This is an optimization exercise on Yosys and OpenROAD, whose aim is small area, a short achievable clock period and few clock cycles per item, not a production implementation.
At most, simulation tests tie the RTL to the original design; equivalence was not proved.

rev 12:
==> flow/design.v <==
`default_nettype none
module mul_div_unit (
   input  logic        clk,
   input  logic        reset,
   input  logic        req_valid,
   input  logic        req_op,
   input  logic        req_in_1_signed,
   input  logic        req_in_2_signed,
   input  logic        req_out_sel,
   input  logic [31:0] req_in_1,
   input  logic [31:0] req_in_2,
   output logic        req_ready,
   output logic        resp_valid,
   output logic [31:0] resp_result
);
   localparam logic [1:0] PH_STEP = 2'd0;
   localparam logic [1:0] PH_F1   = 2'd1;
   localparam logic [1:0] PH_F2   = 2'd2;
   localparam logic [1:0] PH_F3   = 2'd3;
   logic        busy_q;
   logic [1:0]  ph_q;
   logic [4:0]  cnt_q;
   logic        op_q;       
   logic        sel_q;      
   logic        fa_q;       
   logic        bx_q;       
   logic        nr_q;       
   logic        lead_q;     
   logic        ys1_q, ys2_q, yneg_q, cin_q;
   logic        zs1_q, zs2_q, zneg_q;        
   logic [33:0] acc_q;
   logic [31:0] lo_q;
   logic [31:0] b_q;
   logic        ys1_d, ys2_d, yneg_d, cin_d;
   logic        zs1_d, zs2_d, zneg_d;
   logic [33:0] acc_d;
   logic [31:0] lo_d;
   logic [31:0] b_d;
   logic [1:0]  ph_d;
   logic        done;
   logic        acc_force;
   logic [4:0]  cnt_d;
   logic        lead_d;
   logic        skip;
   function automatic logic [2:0] booth(input logic [2:0] w);
      booth[0] = w[1] ^ w[0];                        
      booth[1] = (w[2] ^ w[1]) & ~(w[1] ^ w[0]);     
      booth[2] = w[2] & ~(w[1] & w[0]);              
   endfunction
   logic [34:0] bext, ymag, zmag, y, z;
   logic [36:0] x, y37, z37, cs_s, cs_c, s;
   logic        q;
   assign bext = {{3{bx_q}}, b_q};
   assign ymag = ({35{ys1_q}} & bext) | ({35{ys2_q}} & {bext[33:0], 1'b0});
   assign zmag = ({35{zs1_q}} & bext) | ({35{zs2_q}} & {bext[33:0], 1'b0});
   assign y    = ymag ^ {35{yneg_q}};
   assign z    = zmag ^ {35{zneg_q}};
   assign x    = {{3{acc_q[33]}}, acc_q};
   assign y37  = {{2{y[34]}}, y};
   assign z37  = {z, zneg_q, cin_q};
   assign cs_s = x ^ y37 ^ z37;
   assign cs_c = {(x[35:0] & y37[35:0]) | (x[35:0] & z37[35:0]) | (y37[35:0] & z37[35:0]), zneg_q};
   assign s    = cs_s + cs_c + {36'd0, zneg_q};
   assign q    = (s[34] == fa_q);
   logic       step, last, in_a_neg, in_b_neg;
   logic [2:0] bd_in, bd_lo, bd_in2, bd_lo2;
   assign step     = (ph_q == PH_STEP);
   assign last     = step & (cnt_q == 5'd0);
   assign in_a_neg = req_in_1_signed & req_in_1[31];
   assign in_b_neg = req_in_1_signed & req_in_2[31];
   assign bd_in    = booth({req_in_1[1:0], 1'b0});
   assign bd_in2   = booth(req_in_1[3:1]);
   assign bd_lo    = booth(lo_q[5:3]);
   assign bd_lo2   = booth(lo_q[7:5]);
   logic zero_acc;
   assign zero_acc = (acc_q == 34'd0);
   logic [31:0] dlen;       
   logic [33:0] vmag;
   always_comb begin
      dlen[31] = b_q[31] ^ bx_q;
      for (int j = 30; j >= 0; j--) dlen[j] = dlen[j+1] | (b_q[j] ^ bx_q);
   end
   assign vmag = acc_q ^ {34{fa_q}};
   assign skip = lead_q & (cnt_q[4:2] != 3'd0) & dlen[3] & (vmag[33:28] == 6'd0) &
                 ((vmag[27:0] & ~dlen[31:4]) == 28'd0);
   always_comb begin
      ph_d      = ph_q;
      cnt_d     = cnt_q - 5'd1;
      lead_d    = 1'b0;
      done      = 1'b0;
      ys1_d     = 1'b0;
      ys2_d     = 1'b0;
      yneg_d    = 1'b0;
      cin_d     = 1'b0;
      zs1_d     = 1'b0;
      zs2_d     = 1'b0;
      zneg_d    = 1'b0;
      acc_force = 1'b0;
      b_d       = b_q;
      acc_d     = s[33:0];
      lo_d      = s[31:0];
      case (ph_q)
         PH_STEP: begin
            if (!op_q) begin
               acc_d = {s[36], s[36:4]};
               lo_d  = {s[3:0], lo_q[31:4]};
               {yneg_d, ys2_d, ys1_d} = bd_lo;
               cin_d = bd_lo[2];
               {zneg_d, zs2_d, zs1_d} = bd_lo2;
            end else if (skip) begin
               acc_d     = {acc_q[29:0], lo_q[30:27]};
               lo_d      = {lo_q[27:0], 4'd0};
               cnt_d     = cnt_q - 5'd4;
               lead_d    = 1'b1;
               ys1_d     = 1'b1;
               yneg_d    = (fa_q == bx_q);
               cin_d     = (fa_q == bx_q);
            end else begin
               acc_d  = {s[32:0], lo_q[30]};
               lo_d   = {lo_q[30:0], q};
               ys1_d  = 1'b1;
               yneg_d = (s[34] == bx_q);
               cin_d  = (s[34] == bx_q);
            end
            if (last) begin
               ys2_d  = 1'b0;
               zs1_d  = 1'b0;
               zs2_d  = 1'b0;
               zneg_d = 1'b0;
               ph_d   = PH_F1;
               if (!op_q) begin
                  ys1_d  = fa_q;
                  yneg_d = 1'b0;
                  cin_d  = 1'b0;
                  done   = ~sel_q;
               end else begin
                  acc_d  = s[33:0];
                  ys1_d  = s[34];
                  yneg_d = s[34] & bx_q;
                  cin_d  = s[34] & bx_q;
                  done   = ~sel_q & ~fa_q & ~nr_q;
               end
            end
         end
         PH_F1: begin
            if (!op_q) begin
               done = 1'b1;
            end else if (sel_q) begin
               done = ~fa_q;
               ph_d = PH_F2;
            end else begin
               b_d = lo_q;
               if (fa_q) begin
                  ph_d = PH_F2;
               end else begin
                  ph_d      = PH_F3;
                  acc_force = 1'b1;
                  ys1_d     = 1'b1;
                  yneg_d    = nr_q;
                  cin_d     = nr_q;
               end
            end
         end
         PH_F2: begin
            ph_d = PH_F3;
            if (sel_q) begin
               ys1_d  = ~zero_acc;
               yneg_d = ~zero_acc & ~bx_q;
               cin_d  = ~zero_acc & ~bx_q;
            end else begin
               acc_force = 1'b1;
               ys1_d     = 1'b1;
               yneg_d    = nr_q;
               cin_d     = nr_q ^ zero_acc;
            end
         end
         default: begin
            done = 1'b1;
         end
      endcase
   end
   always_ff @(posedge clk) begin
      if (reset) begin
         busy_q     <= 1'b0;
         resp_valid <= 1'b0;
      end else if (!busy_q) begin
         busy_q     <= req_valid;
         resp_valid <= 1'b0;
      end else begin
         busy_q     <= ~done;
         resp_valid <= done;
      end
   end
   always_ff @(posedge clk) begin
      if (!busy_q) begin
         ph_q   <= PH_STEP;
         cnt_q  <= req_op ? 5'd31 : 5'd7;
         op_q   <= req_op;
         sel_q  <= req_out_sel;
         fa_q   <= req_op ? in_a_neg : (~req_in_1_signed & req_in_1[31]);
         bx_q   <= (req_op ? req_in_1_signed : req_in_2_signed) & req_in_2[31];
         nr_q   <= (in_a_neg ^ in_b_neg) & (req_in_2 != 32'd0);
         lead_q <= req_op & (req_in_2 != 32'd0);
         if (req_op) begin
            ys1_q  <= 1'b1;
            ys2_q  <= 1'b0;
            yneg_q <= ~(in_a_neg ^ in_b_neg);
            cin_q  <= ~(in_a_neg ^ in_b_neg);
            {zneg_q, zs2_q, zs1_q} <= 3'b000;
         end else begin
            {yneg_q, ys2_q, ys1_q} <= bd_in;
            cin_q  <= bd_in[2];
            {zneg_q, zs2_q, zs1_q} <= bd_in2;
         end
         acc_q  <= {{33{req_op & in_a_neg}}, req_op & req_in_1[31]};
         lo_q   <= req_in_1;
         b_q    <= req_in_2;
      end else begin
         ph_q   <= ph_d;
         cnt_q  <= cnt_d;
         lead_q <= lead_d;
         ys1_q  <= ys1_d;
         ys2_q  <= ys2_d;
         yneg_q <= yneg_d;
         cin_q  <= cin_d;
         zs1_q  <= zs1_d;
         zs2_q  <= zs2_d;
         zneg_q <= zneg_d;
         acc_q  <= acc_force ? 34'd0 : acc_d;
         lo_q   <= lo_d;
         b_q    <= b_d;
      end
   end
   assign req_ready   = ~busy_q;
   assign resp_result = lo_q;
endmodule
`default_nettype wire
clock: 6.5 ns
lec_check: 0
cap_margin: 20
core_margin: 2
core_utilization: 40
cts_buf_list: sky130_fd_sc_hd__clkbuf_8
setup_slack_margin: 3.0
slew_margin: 20
tns_end_percent: 0
standard.sh (not shown) runs the stock make flow with config.mk's settings and CLKGATE_MAP_FILE= SYNTH_SCRIPT=/design/flow/synth_recipe.tcl, a recipe that flattens the netlist after the stock synthesis.
==> flow/flow/run.sh <==
#!/bin/bash
# The standard layout (the standard.sh: ORFS synthesis to final layout), with the
# input and output port buffers made from sky130_fd_sc_hd__buf_1 instead of the cell
# buffer_ports picks on its own. Everything else is the standard flow unchanged.
set -euo pipefail
export BUFFER_PORTS_ARGS="-buffer_cell sky130_fd_sc_hd__buf_1"
bash standard.sh > standard_flow.log 2>&1
Testbench counts of rev 12, summed over its fixed seeds: cycles 32,397, items 2,400.
For rev 13, these inputs were changed with respect to rev 12:
--- a/flow/design.v
+++ b/flow/design.v
@@ -42,5 +42,5 @@
    logic [4:0]  cnt_d;
    logic        lead_d;
-   logic        skip;
+   logic        skip, skip10;
    function automatic logic [2:0] booth(input logic [2:0] w);
       booth[0] = w[1] ^ w[0];                        
@@ -82,6 +82,8 @@
    end
    assign vmag = acc_q ^ {34{fa_q}};
-   assign skip = lead_q & (cnt_q[4:2] != 3'd0) & dlen[3] & (vmag[33:28] == 6'd0) &
-                 ((vmag[27:0] & ~dlen[31:4]) == 28'd0);
+   assign skip = lead_q & (cnt_q >= 5'd5) & dlen[4] & (vmag[33:27] == 7'd0) &
+                 ((vmag[26:0] & ~dlen[31:5]) == 27'd0);
+   assign skip10 = lead_q & (cnt_q >= 5'd10) & dlen[9] & (vmag[33:22] == 12'd0) &
+                   ((vmag[21:0] & ~dlen[31:10]) == 22'd0);
    always_comb begin
       ph_d      = ph_q;
@@ -109,7 +111,13 @@
                {zneg_d, zs2_d, zs1_d} = bd_lo2;
             end else if (skip) begin
-               acc_d     = {acc_q[29:0], lo_q[30:27]};
-               lo_d      = {lo_q[27:0], 4'd0};
-               cnt_d     = cnt_q - 5'd4;
+               if (skip10) begin
+                  acc_d  = {acc_q[23:0], lo_q[30:21]};
+                  lo_d   = {lo_q[21:0], 10'd0};
+                  cnt_d  = cnt_q - 5'd10;
+               end else begin
+                  acc_d  = {acc_q[28:0], lo_q[30:26]};
+                  lo_d   = {lo_q[26:0], 5'd0};
+                  cnt_d  = cnt_q - 5'd5;
+               end
                lead_d    = 1'b1;
                ys1_d     = 1'b1;
@@ -183,10 +191,13 @@
       if (reset) begin
          busy_q     <= 1'b0;
+         req_ready  <= 1'b1;
          resp_valid <= 1'b0;
       end else if (!busy_q) begin
          busy_q     <= req_valid;
+         req_ready  <= ~req_valid;
          resp_valid <= 1'b0;
       end else begin
          busy_q     <= ~done;
+         req_ready  <= done;
          resp_valid <= done;
       end
@@ -232,5 +243,4 @@
       end
    end
-   assign req_ready   = ~busy_q;
    assign resp_result = lo_q;
 endmodule
==> comparison <==
Combined area of all synthesized cells (rev 13 over rev 12): increase, 1100 sq um. Looking at synthesized instance count, rev 13 sits 162 higher than rev 12 does. The longest individual stage delay on the worst path of rev 12 and that of rev 13 are within noise of each other. Detailed placement HPWL (rev 13 over rev 12): increase, about 17%. Summed area of non-filler cells in the final layout: rev 13 > rev 12. Relative to rev 12, wire length of the first global-routing pass has gone up in rev 13. Detail-routed net length per standard cell, rev 13 vs rev 12: up by more than 10%. Rev 13 vs. rev 12: number of multi-input combinational cells +134, final cell count has increased. A start point of the critical path of b_q[7] is what rev 12 shows, while b_q[17] belongs to rev 13.
The RTL of rev 13 was laid out without a check of its function.

-- port drivers added, routing unchanged --
The results above use ideal ports. As a check the final layouts listed here were re-extracted and re-timed, cells and wires unchanged.
Step 1 sets driving cells, clkbuf_16 on the clock port and buf_2 on the other inputs (assumed; they add their load-dependent delay and slew).
Step 2 adds t to the input delays and takes it off the output delays; t is the mean of the earliest and latest rising clock arrival at the registers after step 1. Input paths then give back, and output paths get back, about the clock's delay inside the block.
Slacks: ideal / step 1 / step 2; pairs: ideal / step 1.
| run | t, ns | setup slack, ns | worst data-port slew with drivers (ns) | pins driven straight from the clock port |
|---|---|---|---|---|
| rev 12 | 0.495 | 2.233 / 2.233 / 2.233 | 0.05 | 1 |
| rev 13 | 0.503 | 2.268 / 2.268 / 2.268 | 0.04 | 1 |
After both steps every run listed still meets setup and hold.
